This is an optimization exercise on Yosys and OpenROAD, whose aim is small area, a short achievable clock period and few clock cycles per item, not a production implementation. The RTL was checked by simulation tests, not by an equivalence proof against the original design. Power is estimated from default activity; no workload was simulated.

## flow/design.v (module list and top-level ports; edited modules follow where they fit)
// module wtm32: 4006 lines
// module wtm_dreg: 3 lines
// module wtm_fa: 4 lines
// module wtm_ha: 4 lines
// module wtm_bpp: 3 lines
// module wtm_bpp1: 3 lines
// module wtm_maj3: 3 lines
// module wtm_and2: 3 lines
// module wtm_nand2: 3 lines
// module wtm_nor2: 3 lines
// module wtm_xor2: 3 lines
// module wtm_xnor2: 3 lines
// module wtm_inv: 3 lines
// module wtm_aoi21: 3 lines
// module wtm_oai21: 3 lines
module wtm32 (
  input  wire logic        clk,
  input  wire logic        arst_n,
  input  wire logic        in_valid,
  input  wire logic [31:0] in_a,
  input  wire logic [31:0] in_b,
  output logic             in_ready,
  output logic             out_valid,
  output logic [63:0]      out_product,
  input  wire logic        credit_ret
);
  // ...
==> flow/flow/run.sh <==
#!/bin/bash
# Own flow: the standard synthesis, then every combinational cell that
# synthesis sized above drive 1 is set back to drive 1 (hierarchical
# synthesis sizes each leaf module alone, without its real load), then
# the standard layout from floorplan to finish.  Timing repair in the
# layout steps upsizes again where a path needs it.  Every port still gets
# its own buffer, but a buf_1 rather than the default clkdlybuf4s50_1.
set -euo pipefail
bash standard.sh synth > synth_std.log 2>&1
R=orfs/results/${FLOW_PLATFORM}/wtm32/base
python3 flow/downsize.py "$R/1_2_yosys.v" > downsize.log 2>&1
rm -f "$R/1_synth.odb" "$R/1_synth.sdc"
export BUFFER_PORTS_ARGS="-buffer_cell sky130_fd_sc_hd__buf_1"
bash standard.sh > layout_std.log 2>&1
==> flow/flow/downsize.py <==
#!/usr/bin/env python3
"""Set combinational cells of a sky130hd netlist to drive strength 1.
Flip-flops, latches, buffers, clock cells and tie cells are left alone."""
import re, sys
path = sys.argv[1]
src = open(path).read()
KEEP = ('df', 'dl', 'sdf', 'edf', 'buf', 'clk', 'conb', 'tap', 'fill', 'decap', 'diode', 'dly', 'ha_', 'fa_')
import os
lib = os.path.join(os.environ.get('FLOW_HOME', '/OpenROAD-flow-scripts/flow'),
                   'platforms/sky130hd/lib/sky130_fd_sc_hd__tt_025C_1v80.lib')
cells = set(re.findall(r'cell \("sky130_fd_sc_hd__(\w+)"\)', open(lib).read()))
count = {}
def repl(m):
    base, size = m.group(1), m.group(2)
    name = base + '_' + size
    if size in ('0', '1') or name.startswith(KEEP) or (base + '_1') not in cells:
        return m.group(0)
    count[name] = count.get(name, 0) + 1
    return 'sky130_fd_sc_hd__' + base + '_1 '
out = re.sub(r'\bsky130_fd_sc_hd__([a-z0-9]+(?:_[a-z0-9]+)*?)_(\d+)\s', repl, src)
open(path, 'w').write(out)
for k, v in sorted(count.items()):
    print(k, '->', k.rsplit('_', 1)[0] + '_1', v)
==> flow/standard.sh <==
#!/bin/bash
# synth_recipe.tcl (not shown) runs the flow's synth.tcl, then flattens the netlist and writes it again
# the make line also repeats each setting of config.mk as NAME=value (left out here)
make -C /OpenROAD-flow-scripts/flow DESIGN_CONFIG=/design/flow/config.mk WORK_HOME=/design/flow/orfs CLKGATE_MAP_FILE= SYNTH_SCRIPT=/design/flow/synth_recipe.tcl "${@:-finish}"
==> flow/config.mk <==
export PLATFORM = sky130hd
export DESIGN_NAME = wtm32
export DESIGN_NICKNAME = wtm32
export VERILOG_FILES = /design/flow/design.v
export SDC_FILE = /design/flow/constraint.sdc
export NUM_CORES = 4
export LEC_CHECK = 0
export CAP_MARGIN = 20
export CORE_MARGIN = 2
export CORE_UTILIZATION = 55
export CTS_CLUSTER_DIAMETER = 80
export CTS_CLUSTER_SIZE = 35
export SETUP_SLACK_MARGIN = 4.6
export SLEW_MARGIN = 20
export SYNTH_HIERARCHICAL = 1
export TNS_END_PERCENT = 0
==> flow/constraint.sdc <==
create_clock -name core_clock -period 8.0 [get_ports {clk}]
set_input_delay 1.6000 -clock core_clock [delete_from_list [all_inputs] [get_ports {clk}]]
set_output_delay 1.6000 -clock core_clock [all_outputs]
set_load 0.01 [all_outputs]
==> results.sh, run 1 <==
export IMPL_outcome="finished clean"
export IMPL_routedWlPerCell_um=30.4
export IMPL_rows=83
export IMPL_min_delay_start="v2$_DFF_PN0_"
export IMPL_nNonClkBuffers=159
export IMPL_seq_share_pct=21.2
export IMPL_stdcell_count=3469
export IMPL_met1_length_mm=40.2
export IMPL_numPortBuffers=133
export IMPL_dp_cells=3425
export IMPL_cts_tree="yes"
export IMPL_n_clock_buffer=25
export IMPL_multi_input_cells=2166
export IMPL_met2_usage_pct=59.1
export IMPL_num_io_pins=134
export IMPL_critPathLaunchType="flip-flop"
export IMPL_grt_pass1_vias=24900
export IMPL_tightest_slew_ps=907
export IMPL_worst_ep_required_time_ps=8440
export IMPL_critPathMaxStageDelay_ps=800
export IMPL_setup_viol=0
export IMPL_path_class="reg -> reg"
export IMPL_timing_rr_start="bq_one[5]$_DFF_P_"
export IMPL_crit_slowest_cell="dfxtp_4"
export IMPL_insertion_delay_ps=610
export IMPL_fin_area_um2=31600
export IMPL_cts_hold_buf=0
export IMPL_crit_path_start="bq_one[5]$_DFF_P_"
Testbench counts, summed over its fixed seeds: cycles 3,224, items 3,200.
==> run 2, diff against run 1 <==
==> flow/config.mk (replaced) <==
export PLATFORM = sky130hd
export DESIGN_NAME = wtm32
export DESIGN_NICKNAME = wtm32
export VERILOG_FILES = /design/flow/design.v
export SDC_FILE = /design/flow/constraint.sdc
export NUM_CORES = 4
export LEC_CHECK = 0
export CAP_MARGIN = 20
export CORE_MARGIN = 2
export CORE_UTILIZATION = 68
export CTS_CLUSTER_DIAMETER = 60
export CTS_CLUSTER_SIZE = 30
export SETUP_SLACK_MARGIN = 4.5
export SLEW_MARGIN = 20
export SYNTH_HIERARCHICAL = 1
==> results.sh, run 2 <==
export IMPL_outcome="finished clean"
export IMPL_fmax_ghz=0.281
export IMPL_vias=24400
export IMPL_final_cell_mix="626 x xnor2_1, 496 x a22oi_1, 473 x fa_1"
export IMPL_ir_drop_uv=519
export IMPL_path_class="reg -> reg"
export IMPL_relSlewSlack_pct=35.8
export IMPL_cts_inserted_buffers=28
export IMPL_core_area_um2=41900
export IMPL_final_common_cell="xnor2_1"
export IMPL_worstPathMaxFanout=32
export IMPL_final_hold_violation_count=0
export IMPL_dpl_hpwl_mm=62.2
export IMPL_ys_warnings_count=7
export IMPL_tns_ps=0
export IMPL_routed_wirelength_mm=103
export IMPL_critical_path_cell_chain="a22oi_1 -> xnor2_1 -> fa_1 -> fa_1 -> fa_1 -> fa_1"
export IMPL_grt_pass1_wl_mm=151
export IMPL_setup_viol=0
export IMPL_crit_slowest_cell="dfxtp_4"
export IMPL_critPathLaunchType="flip-flop"
export IMPL_layout_drive_gt1_share_pct=6.26
export IMPL_cts_root_buf="clkbuf_16"
export IMPL_worst_ep_required_time_ps=8460
export IMPL_rows=75
export IMPL_first_pass_iters=13
export IMPL_reg_top3="cs_q: 171 flops, out_product: 64 flops, a_q: 32 flops"
export IMPL_numPortBuffers=133
export IMPL_route_detailed_drc=0
export IMPL_syn_area_um2=28800
export IMPL_grt_pass1_vias=25700
export IMPL_syn_area_per_cell_um2=11.1
export IMPL_cp_arrival_ps=4010
export IMPL_routedWlPerCell_um=30.8
export IMPL_syn_to_final_growth_pct=10.4
export IMPL_finClkSkew_ps=44.7
export IMPL_synth_net_count=3179
export IMPL_cts_sinks=322
export IMPL_die_area_um2=43900
export IMPL_power_density_nw_per_um2=580
export IMPL_hp_class="reg -> reg"
export IMPL_cts_hold_buf=0
export IMPL_crit_path_frequent_cell="fa_1"
export IMPL_die_x_um=210
export IMPL_tightest_slew_ps=963
export IMPL_rsz0062_at_grt="yes"
export IMPL_top_register="cs_q"
export IMPL_vias_per_cell=7.28
export IMPL_drtAntennaViolNets=0
export IMPL_insertion_delay_ps=620
export IMPL_largest_reg_flops=171
export IMPL_gr_usage_met1_pct=56.3
export IMPL_min_period_ps=3550
export IMPL_finalNetCount=3382
export IMPL_drt_initial_drc_count=3899
export IMPL_slew_violations=0
export IMPL_use_met3_pct=22.7
export IMPL_met2_usage_pct=67.5
export IMPL_grt_ovfl_total=0
export IMPL_cts_buffer_depth=3
export IMPL_path_delay_family="adder cells"
export IMPL_cp_end_kind="flip-flop"
export IMPL_num_io_pins=134
export IMPL_crit_buf_inv=0
export IMPL_cts_tree="yes"
export IMPL_fillers=2897
export IMPL_gp_congestion=0.995
export IMPL_htreeDepth=1
export IMPL_fin_total_pwr_uw=18400
export IMPL_track_usage_pct=46.0
export IMPL_p_leak_uw=0.0113
export IMPL_start_util_pct=68.7
export IMPL_whs_ps=364
export IMPL_grt_antenna_before_repair=2
export IMPL_grt_start_max_net_pins=68
export IMPL_syn_inst=2586
export IMPL_drv_cap=0
export IMPL_busiest_layer="met2"
export IMPL_critPathMaxStageDelay_ps=750
export IMPL_clkTransAtPathRegs_ps=80
export IMPL_dieHeight_um=210
export IMPL_finalCritPeriodShare_pct=44.4
[run 2: layout make-up]
cell class	instances	area, um^2	area share (%)
multi-input combinational	2166	22000	69.2
sequential	322	6680	21.0
timing repair buffer	173	932	2.93
clock buffer	30	739	2.33
tap	539	674	2.12
clock inverter	22	373	1.17
inverter	98	368	1.16
antenna	1	2.50	0.00788
[run 2: routing by layer]
metal	vias up	share of wire, %
li1	9388	-
met1	11800	33
met2	2482	42
met3	700	17
met4	6	7.2
met5	-	0.057
[run 2: power by group]
part / internal [uW] / total, uW / switching (uW)
logic: 5350 / 13700 / 8390
clock network: 781 / 1570 / 792
registers: 2550 / 3130 / 571
[run 2: through the flow]
| step | util [%] | worst slack (ps) | instances | instance area, um^2 |
|---|---|---|---|---|
| finish | 75.9 | 4450 | 3351 | 31800 |
| global route | 75.9 | 4410 | 3350 | 31800 |
| CTS | 75.2 | 4500 | 3342 | 31500 |
| detailed placement | 72.3 | 4300 | 3290 | 30300 |
| global placement | 72.3 | 4400 | 3290 | 30300 |
| floorplan | - | 4750 | 2586 | 28800 |
[run 2: final timing paths]
kind / from / endpoint / slack (ps) / cells past startpoint
worst min-delay path: v1$_DFF_PN0_ / v2$_DFF_PN0_ / 360 / 0
worst min register to register: v1$_DFF_PN0_ / v2$_DFF_PN0_ / 360 / 0
min in group asynchronous: arst_n / v1$_DFF_PN0_ / 880 / 1
worst max-delay path: bq_one[8]$_DFF_P_ / cs_q[93]$_DFF_P_ / 4450 / 6
worst max register to register: bq_one[8]$_DFF_P_ / cs_q[93]$_DFF_P_ / 4450 / 6
max in group asynchronous: arst_n / credits[2]$_DFF_PN1_ / 6820 / 1
[run 2: repair_timing]
| item | 4_1_cts | 5_1_grt |
|---|---|---|
| endpoints found under the setup margin | 78 | 63 |
| gates resized for setup | 45 | 29 |
| pin swaps | 0 | 0 |
| buffers inserted | 0 | 8 |

[afterwards: timing with drivers on the ports]
The results above use ideal ports. As a check the final layouts listed here were re-extracted and re-timed, cells and wires unchanged.
Step 1 assumes that a clkbuf_16 drives the clock port and a buf_2 every other input.
Step 2, shift: input delay + t, output delay - t, t = (earliest + latest rising clock arrival at the registers) / 2. This alone moves slack from input paths to output paths.
Slacks: ideal ports / drivers / drivers and shift; pairs: ideal ports / drivers.
run	shift t [ns]	slack for setup (ns)	hold WS [ns]	worst setup path at the end	cell pins on the clock port's net
run 1	0.661	4.426 / 4.426 / 4.426	0.367 / 0.367 / 0.367	register to register	1
run 2	0.659	4.446 / 4.446 / 4.446	0.364 / 0.364 / 0.364	register to register	1
After both steps every run listed still meets setup and hold.
